What follows belongs to an exercise in optimizing a design on an open flow for small area; a production flow would make more cautious choices. Function was checked by simulation only, so behaviour that the tests miss may differ from the original. No activity file was given, so power comes from the tool's default toggle rates.

File: flow/config.mk
export PLATFORM = sky130hd
export DESIGN_NAME = spi_avalon_frame_bridge
export DESIGN_NICKNAME = spi_avalon_frame_bridge
export VERILOG_FILES = /design/flow/design.v
export SDC_FILE = /design/flow/constraint.sdc
export NUM_CORES = 4
export LEC_CHECK = 0
export CAP_MARGIN = 20
export CELL_PAD_IN_SITES_DETAIL_PLACEMENT = 1
export CELL_PAD_IN_SITES_GLOBAL_PLACEMENT = 2
export CORE_MARGIN = 2
export CORE_UTILIZATION = 30
export PLACE_DENSITY = 0.45
export SLEW_MARGIN = 20
File: flow/constraint.sdc
create_clock -name core_clock -period 10.0 [get_ports {iCLK}]
set_input_delay 2.0000 -clock core_clock [delete_from_list [all_inputs] [get_ports {iCLK}]]
set_output_delay 2.0000 -clock core_clock [all_outputs]
set_load 0.01 [all_outputs]
File: flow/design.v
module spi_avalon_frame_bridge #(
    parameter int NUM_MOTORS     = 4,
    parameter int BYTES_PER_WORD = 4,
    parameter int MAX_WORDS      = 32,
    parameter int ADDR_W         = 16,
    parameter int TIMEOUT        = 255,
    parameter int SYNC_STAGES    = 2
) (
    input  logic              iCLK,
    input  logic              iRESET,
    input  logic              iFRAME_n,
    input  logic              iRX_VALID,
    input  logic [7:0]        iRX_DATA,
    output logic [7:0]        oTX_DATA,
    output logic              oTX_LOAD,
    output logic [ADDR_W-1:0] oAVM_ADDRESS,
    output logic              oAVM_WRITE,
    output logic [31:0]       oAVM_WRITEDATA,
    output logic              oAVM_READ,
    input  logic [31:0]       iAVM_READDATA,
    input  logic              iAVM_WAITREQUEST,
    output logic              oBUSY,
    output logic [3:0]        oSTATUS
);
    localparam logic [2:0] S_IDLE = 3'd0, S_RECEIVE = 3'd1, S_CHECK = 3'd2, S_WRITE = 3'd3,
                           S_WAIT_W = 3'd4, S_READ = 3'd5, S_WAIT_R = 3'd6, S_DONE = 3'd7;
    localparam logic [7:0] RX_LEN = 8'd131;    
    logic [2:0]  state_reg, state_next;
    logic [1:0]  frame_sync_reg;
    logic        frame_prev_reg;
    logic        rx_valid_reg;
    logic [7:0]  cnt_reg;
    logic [7:0]  tx_data_reg;
    logic        tx_load_reg;
    logic [7:0]  row_reg;         
    logic [1:0]  motor_reg;       
    logic [31:0] wdata_reg;
    logic [3:0]  status_reg;
    logic [3:0]  status_out_reg;  
    logic [4:0]  word_reg;
    logic [7:0]  to_cnt_reg;
    logic [1:0]  cmd_reg;
    logic [7:0]  base_reg;
    logic [5:0]  num_reg;
    logic [31:0] rx_word [32];
    logic [31:0] tx_word [32];
    logic frame_n_s, frame_start, frame_end, rx_edge;
    assign frame_n_s   = frame_sync_reg[1];
    assign frame_start = frame_prev_reg & ~frame_n_s;
    assign frame_end   = ~frame_prev_reg & frame_n_s;
    assign rx_edge     = iRX_VALID & ~rx_valid_reg;
    logic        len_err, last_word, wait_hi, timed_out, advance, restart, rx_full, busy;
    logic [7:0]  cnt_inc, tx_next;
    logic [5:0]  word_inc;
    logic [7:0]  dj;
    logic [31:0] word_wdata;
    logic [31:0] tx_sel;
    assign rx_full   = (cnt_reg == RX_LEN);
    assign cnt_inc   = rx_full ? cnt_reg : cnt_reg + 8'd1;
    assign len_err   = (cnt_reg < 8'd3) || (num_reg == 6'd0) ||
                       (cmd_reg[0] && (cnt_reg < {num_reg, 2'b11}));
    assign word_inc  = {1'b0, word_reg} + 6'd1;
    assign last_word = (word_inc == num_reg);
    assign wait_hi   = iAVM_WAITREQUEST;
    assign timed_out = wait_hi && (to_cnt_reg == 8'd254);
    assign advance   = ((state_reg == S_WAIT_W) || (state_reg == S_WAIT_R)) && !wait_hi;
    assign restart   = (state_reg == S_CHECK) || ((state_reg == S_WAIT_W) && !wait_hi && last_word);
    assign dj        = cnt_reg - 8'd3;
    assign word_wdata = rx_word[word_reg];
    assign tx_sel     = tx_word[cnt_reg[6:2]];
    always_comb begin
        case (cnt_reg[1:0])
            2'd0: tx_next = tx_sel[7:0];
            2'd1: tx_next = tx_sel[15:8];
            2'd2: tx_next = tx_sel[23:16];
            default: tx_next = tx_sel[31:24];
        endcase
        if (cnt_reg[7]) tx_next = 8'h00;
    end
    always_comb begin
        state_next = state_reg;
        oAVM_WRITE = 1'b0;
        oAVM_READ  = 1'b0;
        busy       = 1'b1;
        case (state_reg)
            S_IDLE: begin
                busy = 1'b0;
                if (frame_start) state_next = S_RECEIVE;
            end
            S_RECEIVE: begin
                busy = 1'b0;
                if (frame_end) state_next = S_CHECK;
            end
            S_CHECK: begin
                if (len_err)         state_next = S_DONE;
                else if (cmd_reg[0]) state_next = S_WRITE;
                else if (cmd_reg[1]) state_next = S_READ;
                else                 state_next = S_DONE;
            end
            S_WRITE: state_next = S_WAIT_W;
            S_WAIT_W: begin
                oAVM_WRITE = 1'b1;
                if (wait_hi) begin
                    if (timed_out) state_next = S_DONE;
                end else if (last_word) begin
                    state_next = cmd_reg[1] ? S_READ : S_DONE;
                end else begin
                    state_next = S_WRITE;
                end
            end
            S_READ: state_next = S_WAIT_R;
            S_WAIT_R: begin
                oAVM_READ = 1'b1;
                if (wait_hi) begin
                    if (timed_out) state_next = S_DONE;
                end else begin
                    state_next = last_word ? S_DONE : S_READ;
                end
            end
            default: state_next = S_IDLE;    
        endcase
    end
    assign oBUSY = busy;
    always_ff @(posedge iCLK) begin
        if (iRESET) begin
            state_reg      <= S_IDLE;
            frame_sync_reg <= 2'b11;
            frame_prev_reg <= 1'b1;
            rx_valid_reg   <= 1'b0;
            cnt_reg        <= '0;
            tx_data_reg    <= '0;
            tx_load_reg    <= 1'b0;
            row_reg        <= '0;
            motor_reg      <= '0;
            wdata_reg      <= '0;
            status_reg     <= '0;
            status_out_reg <= '0;
            word_reg       <= '0;
            to_cnt_reg     <= '0;
        end else begin
            state_reg      <= state_next;
            frame_sync_reg <= {frame_sync_reg[0], iFRAME_n};
            frame_prev_reg <= frame_n_s;
            rx_valid_reg   <= iRX_VALID;
            tx_load_reg    <= 1'b0;
            if (frame_start && busy && (state_reg != S_DONE))
                status_reg[3] <= 1'b1;
            if (restart)
                word_reg <= '0;
            else if (advance)
                word_reg <= word_inc[4:0];
            case (state_reg)
                S_IDLE: if (frame_start) begin
                    cnt_reg     <= '0;
                    tx_data_reg <= {4'd0, status_out_reg};
                    tx_load_reg <= 1'b1;
                end
                S_RECEIVE: if (rx_edge) begin
                    if (rx_full) status_reg[1] <= 1'b1;
                    cnt_reg     <= cnt_inc;
                    tx_data_reg <= tx_next;
                    tx_load_reg <= 1'b1;
                end
                S_CHECK: if (len_err) status_reg[2] <= 1'b1;
                S_WRITE, S_READ: begin
                    row_reg    <= base_reg + {5'd0, word_reg[4:2]};
                    motor_reg  <= word_reg[1:0];
                    wdata_reg  <= (state_reg == S_WRITE) ? word_wdata : 32'd0;
                    to_cnt_reg <= '0;
                end
                S_WAIT_W, S_WAIT_R: begin
                    if (wait_hi) begin
                        if (timed_out) status_reg[0] <= 1'b1;
                        else           to_cnt_reg <= to_cnt_reg + 8'd1;
                    end
                end
                default: begin   
                    status_out_reg <= status_reg;
                    status_reg     <= {frame_start, 3'b000};
                end
            endcase
        end
    end
    logic       rx_wr;
    logic [127:0] rx_we;
    assign rx_wr = (state_reg == S_RECEIVE) && rx_edge && !rx_full;
    always_comb
        for (int i = 0; i < 128; i++) rx_we[i] = rx_wr && (dj == 8'(i));
    always_ff @(posedge iCLK) begin
        if (iRESET) begin
            cmd_reg  <= '0;
            base_reg <= '0;
            num_reg  <= '0;
        end else if (rx_wr) begin
            if (cnt_reg == 8'd0) cmd_reg <= iRX_DATA[1:0];
            if (cnt_reg == 8'd1) base_reg <= iRX_DATA;
            if (cnt_reg == 8'd2)
                num_reg <= ((iRX_DATA == 8'd0) || (iRX_DATA > 8'd32)) ? 6'd0 : iRX_DATA[5:0];
        end
    end
    for (genvar gi = 0; gi < 128; gi++) begin : g_rx
        always_ff @(posedge iCLK) begin
            if (iRESET || rx_we[gi])
                rx_word[gi/4][8*(gi%4) +: 8] <= iRESET ? 8'd0 : iRX_DATA;
        end
    end
    logic       tx_wr;
    logic [31:0] tx_we;
    assign tx_wr = (state_reg == S_WAIT_R) && !wait_hi;
    always_comb
        for (int i = 0; i < 32; i++) tx_we[i] = tx_wr && (word_reg == 5'(i));
    for (genvar gi = 0; gi < 32; gi++) begin : g_tx
        always_ff @(posedge iCLK) begin
            if (iRESET || tx_we[gi])
                tx_word[gi] <= iRESET ? 32'd0 : iAVM_READDATA;
        end
    end
    assign oTX_DATA       = tx_data_reg;
    assign oTX_LOAD       = tx_load_reg;
    assign oAVM_ADDRESS   = {row_reg, 6'd0, motor_reg};
    assign oAVM_WRITEDATA = wdata_reg;
    assign oSTATUS        = status_out_reg;
endmodule
File: flow/run.sh
#!/bin/bash
# synth_recipe.tcl (not shown) runs the flow's synth.tcl, then flattens the netlist and writes it again
# the make line also repeats each setting of config.mk as NAME=value (left out here)
make -C /OpenROAD-flow-scripts/flow DESIGN_CONFIG=/design/flow/config.mk WORK_HOME=/design/flow/orfs CLKGATE_MAP_FILE= SYNTH_SCRIPT=/design/flow/synth_recipe.tcl finish
==> notes.md <==
-- worst max-delay path by stage --
| stage | from | end | slack (ps) | cells after the start |
|---|---|---|---|---|
| after floorplan | iRESET | rx_word[0][10] | 3640 | 3 |
| after global placement | iRX_VALID | rx_word[8][7] | 4320 | 7 |
| after detailed placement | iRX_VALID | rx_word[8][5] | 4290 | 7 |
| after CTS | iRX_VALID | rx_word[8][7] | 5250 | 7 |
| after global routing | word_reg[0] | wdata_reg[10] | 5040 | 12 |
| final | cnt_reg[4] | rx_word[6][6] | 5330 | 7 |
-- power breakdown --
group | total [µW] | switching [µW] | internal [µW]
clock | 9030 | 3820 | 5210
sequential | 10900 | 248 | 10600
combinational | 638 | 532 | 106
-- layout make-up --
class | instances | area (µm²)
fill | 26686 | 171900
sequential | 2151 | 63570
multi-input combinational | 2282 | 16280
clock buffer | 313 | 6551
tap | 3552 | 4444
timing repair buffer | 384 | 3228
clock inverter | 140 | 1297
inverter | 31 | 121.4
antenna | 7 | 17.52
-- routing by layer --
layer  global-route usage [%]  vias to the layer above  part of all wire [%]
met1                    36.23                    27696                    44
met5                        0                        -                0.0036
li1                         -                    20414                     -
met2                    43.23                     1814                    48
met3                    3.113                      372                   5.0
met4                    5.987                        2                   2.2
-- metrics by stage --
step,cell area [µm²],setup WS (ps)
floorplan,80590,3636
detailed placement,87630,4287
global route,95500,5040
CTS,95470,5249
global placement,87560,4323
finish,95520,5329
-- placed cells by master (no fill, tap or decap), types with 101 or more instances in the layout --
cell type / Yosys / layout
a221oi_1: 201 / 201
clkbuf_16: 0 / 249
clkdlybuf4s50_1: 0 / 101
nor2_1: 130 / 112
buf_4: 14 / 274
nand2_1: 245 / 209
a22o_1: 174 / 174
o21ai_0: 171 / 130
edfxtp_1: 2048 / 2048
nand4_1: 121 / 121
a22oi_1: 473 / 473
-- cell families after synthesis --
kind of cell,count (synthesis),synth area share [%]
AOI/OAI and AO/OA,1324,12.48
xor gates and xnor gates,31,0.3370
adders and majority gates,25,0.3975
buffers and inverters,365,1.947
DFF,2151,78.88
muxes,25,0.3214
other,1,0.004654
and+or+nand+nor,871,5.626
-- worst register-to-register path: stages, from the launching register on --
cell and delay, ps:
dfxtp_2 310, buf_4 210, buf_4 330, or2_2 530, or4_1 640, a21oi_1 490, nand2_2 720, o21ai_1 1070
==> impl_metrics.tcl <==
set metrics [dict create \
    holdPathEnd "frame_sync_reg[1]" \
    ys_types 83 \
    hpwl_mm 209.7 \
    ir_drop_uv 135.4 \
    stdcell_count 8860 \
    ctsHoldBuffers 0 \
    row_count 190 \
    gp_congestion 0.7883 \
    syn_to_final_growth_pct 18.54 \
    grt_overflow 0 \
    routed_via_density 5.677 \
    start_util_pct 30.13 \
    cts_buffers 245 \
    clock.fmax_ghz 0.2141 \
    relSlewSlack_pct 26.07 \
    ys_top_cells_by_area "edfxtp_1, a22oi_1, dfxtp_1" \
    worstPathRequired_ps 10560 \
    whs_path_depth 1 \
    clkSinkCount 2151 \
    fin_util_pct 35.71 \
    grt_pass1_vias 50469 \
    drive_gt1_share_pct 15.26 \
    grt_util_all_layers_pct 25.99 \
    end_kind "flip-flop" \
    io_buffer_count 102 \
    ys_seq_elements 2151 \
    core_um2 267400 \
    nets 5165 \
    outcome "complete, no violations" \
    yosysMostFrequentCell "edfxtp_1" \
    avgSynthCellArea_um2 16.81 \
    synth_top_area_share_pct 76.33 \
    pwr_density_cell_nw_per_um2 215.1 \
    cts.path.max_buffers 4 \
    cp_cell_sequence "buf_4 -> buf_4 -> or2_2 -> or4_1 -> a21oi_1 -> nand2_2 -> o21ai_1" \
    clkTransAtPathRegs_ps 60 \
    grt_max_degree 131 \
    whs_ps 407.0 \
    root_buffer "clkbuf_16" \
    fp.dieH_um 522.3 \
    fp.dieArea_um2 272700 \
    cts_resized 0 \
    synth.top_cells.by_count "edfxtp_1, a22oi_1, nand2_1" \
    rsz0062_at_grt "no" \
    startpoint_type "flip-flop" \
    drtIter0Drc 5596 \
    synthArstFlopShare_pct 0 \
    synth-main-ff-cell "edfxtp_1" \
    reg2reg_depth 7 \
    finalSetupViolations 0 \
    die_x_um 522.3 \
    p_leak_uw 0.03126 \
    drt-total-wl_mm 360.8 \
    totalPowerFinal_uw 20550 \
    crit_slowest_cell "o21ai_1" \
    fin_tns_setup_ps 0 \
    ant_nets 0 \
    syn_inst 4793 \
    worst_r2r_endpoint "rx_word[6][6]" \
    firstDrtPassIters 6 \
    cap_violations 0 \
    fin_skew_ps 58.45 \
    yosys_warnings 3 \
    fin_crit_ps 4671 \
    fin_crit_sh_pct 46.71 \
    netlist_area_um2 80570 \
    timing.critical_path.arrival_ps 5230 \
    clkLatencyLatePin_ps 940 \
    io_pins 109 \
    worstMarginPinSlew_ps 1109 \
    hold_path.startpoint "frame_sync_reg[0]" \
    crit_buf_inv 2 \
    finalMaxSlewViolations 0 \
    grt_pass1_wl_mm 480.6 \
    synth_edf_count 2048 \
    post_drt_wl_per_cell_um 40.72 \
    yosysTopAreaCell "edfxtp_1" \
    seq_area_frac_synth_pct 78.88 \
    via_count 50298 \
    drc 0 \
    r2r_slack_ps 5330 \
    cp_top_family "simple AND/OR/NAND/NOR gates" \
    hold_class "flip-flop to flip-flop" \
    worstSetupPathType "flip-flop to flip-flop" \
    slowest_delay_ps 1050 \
    postCtsSetupRepairBufs 0 \
    h-tree-depth 4 \
    r2r-start "cnt_reg[4]" \
    hold_viol_final 0 \
    grt_antenna_before_repair 18 \
    tritoncts "built" \
    crit_top_cell "buf_4" \
    crit_fanout 35 \
    dp.cells 8400 \
]

==> re-timing with driven ports <==
Ports are ideal in the flow. The routed layout listed here was re-timed in OpenROAD. Step 1 (the two cells are an assumption about what drives the block):
set clk [get_ports {iCLK}]
set_driving_cell -lib_cell sky130_fd_sc_hd__clkbuf_16 $clk
set_driving_cell -lib_cell sky130_fd_sc_hd__buf_2 [delete_from_list [all_inputs] $clk]
Step 2 also shifts input and output timing later by t, the mid clock arrival at the registers, as if the neighbouring blocks saw the same clock. Three values: no drivers, after step 1, after step 2; two values: the first two.
t, ns: 1.000
setup slack, ns: 5.329 / 5.309 / 4.503
clock arrival spread, ns: 0.061 / 0.061
pins driven straight from the clock port: 1
After both steps this run still meets setup and hold. For this run, drivers alone change the setup slack by -0.020 ns; drivers and shift together by -0.826 ns.
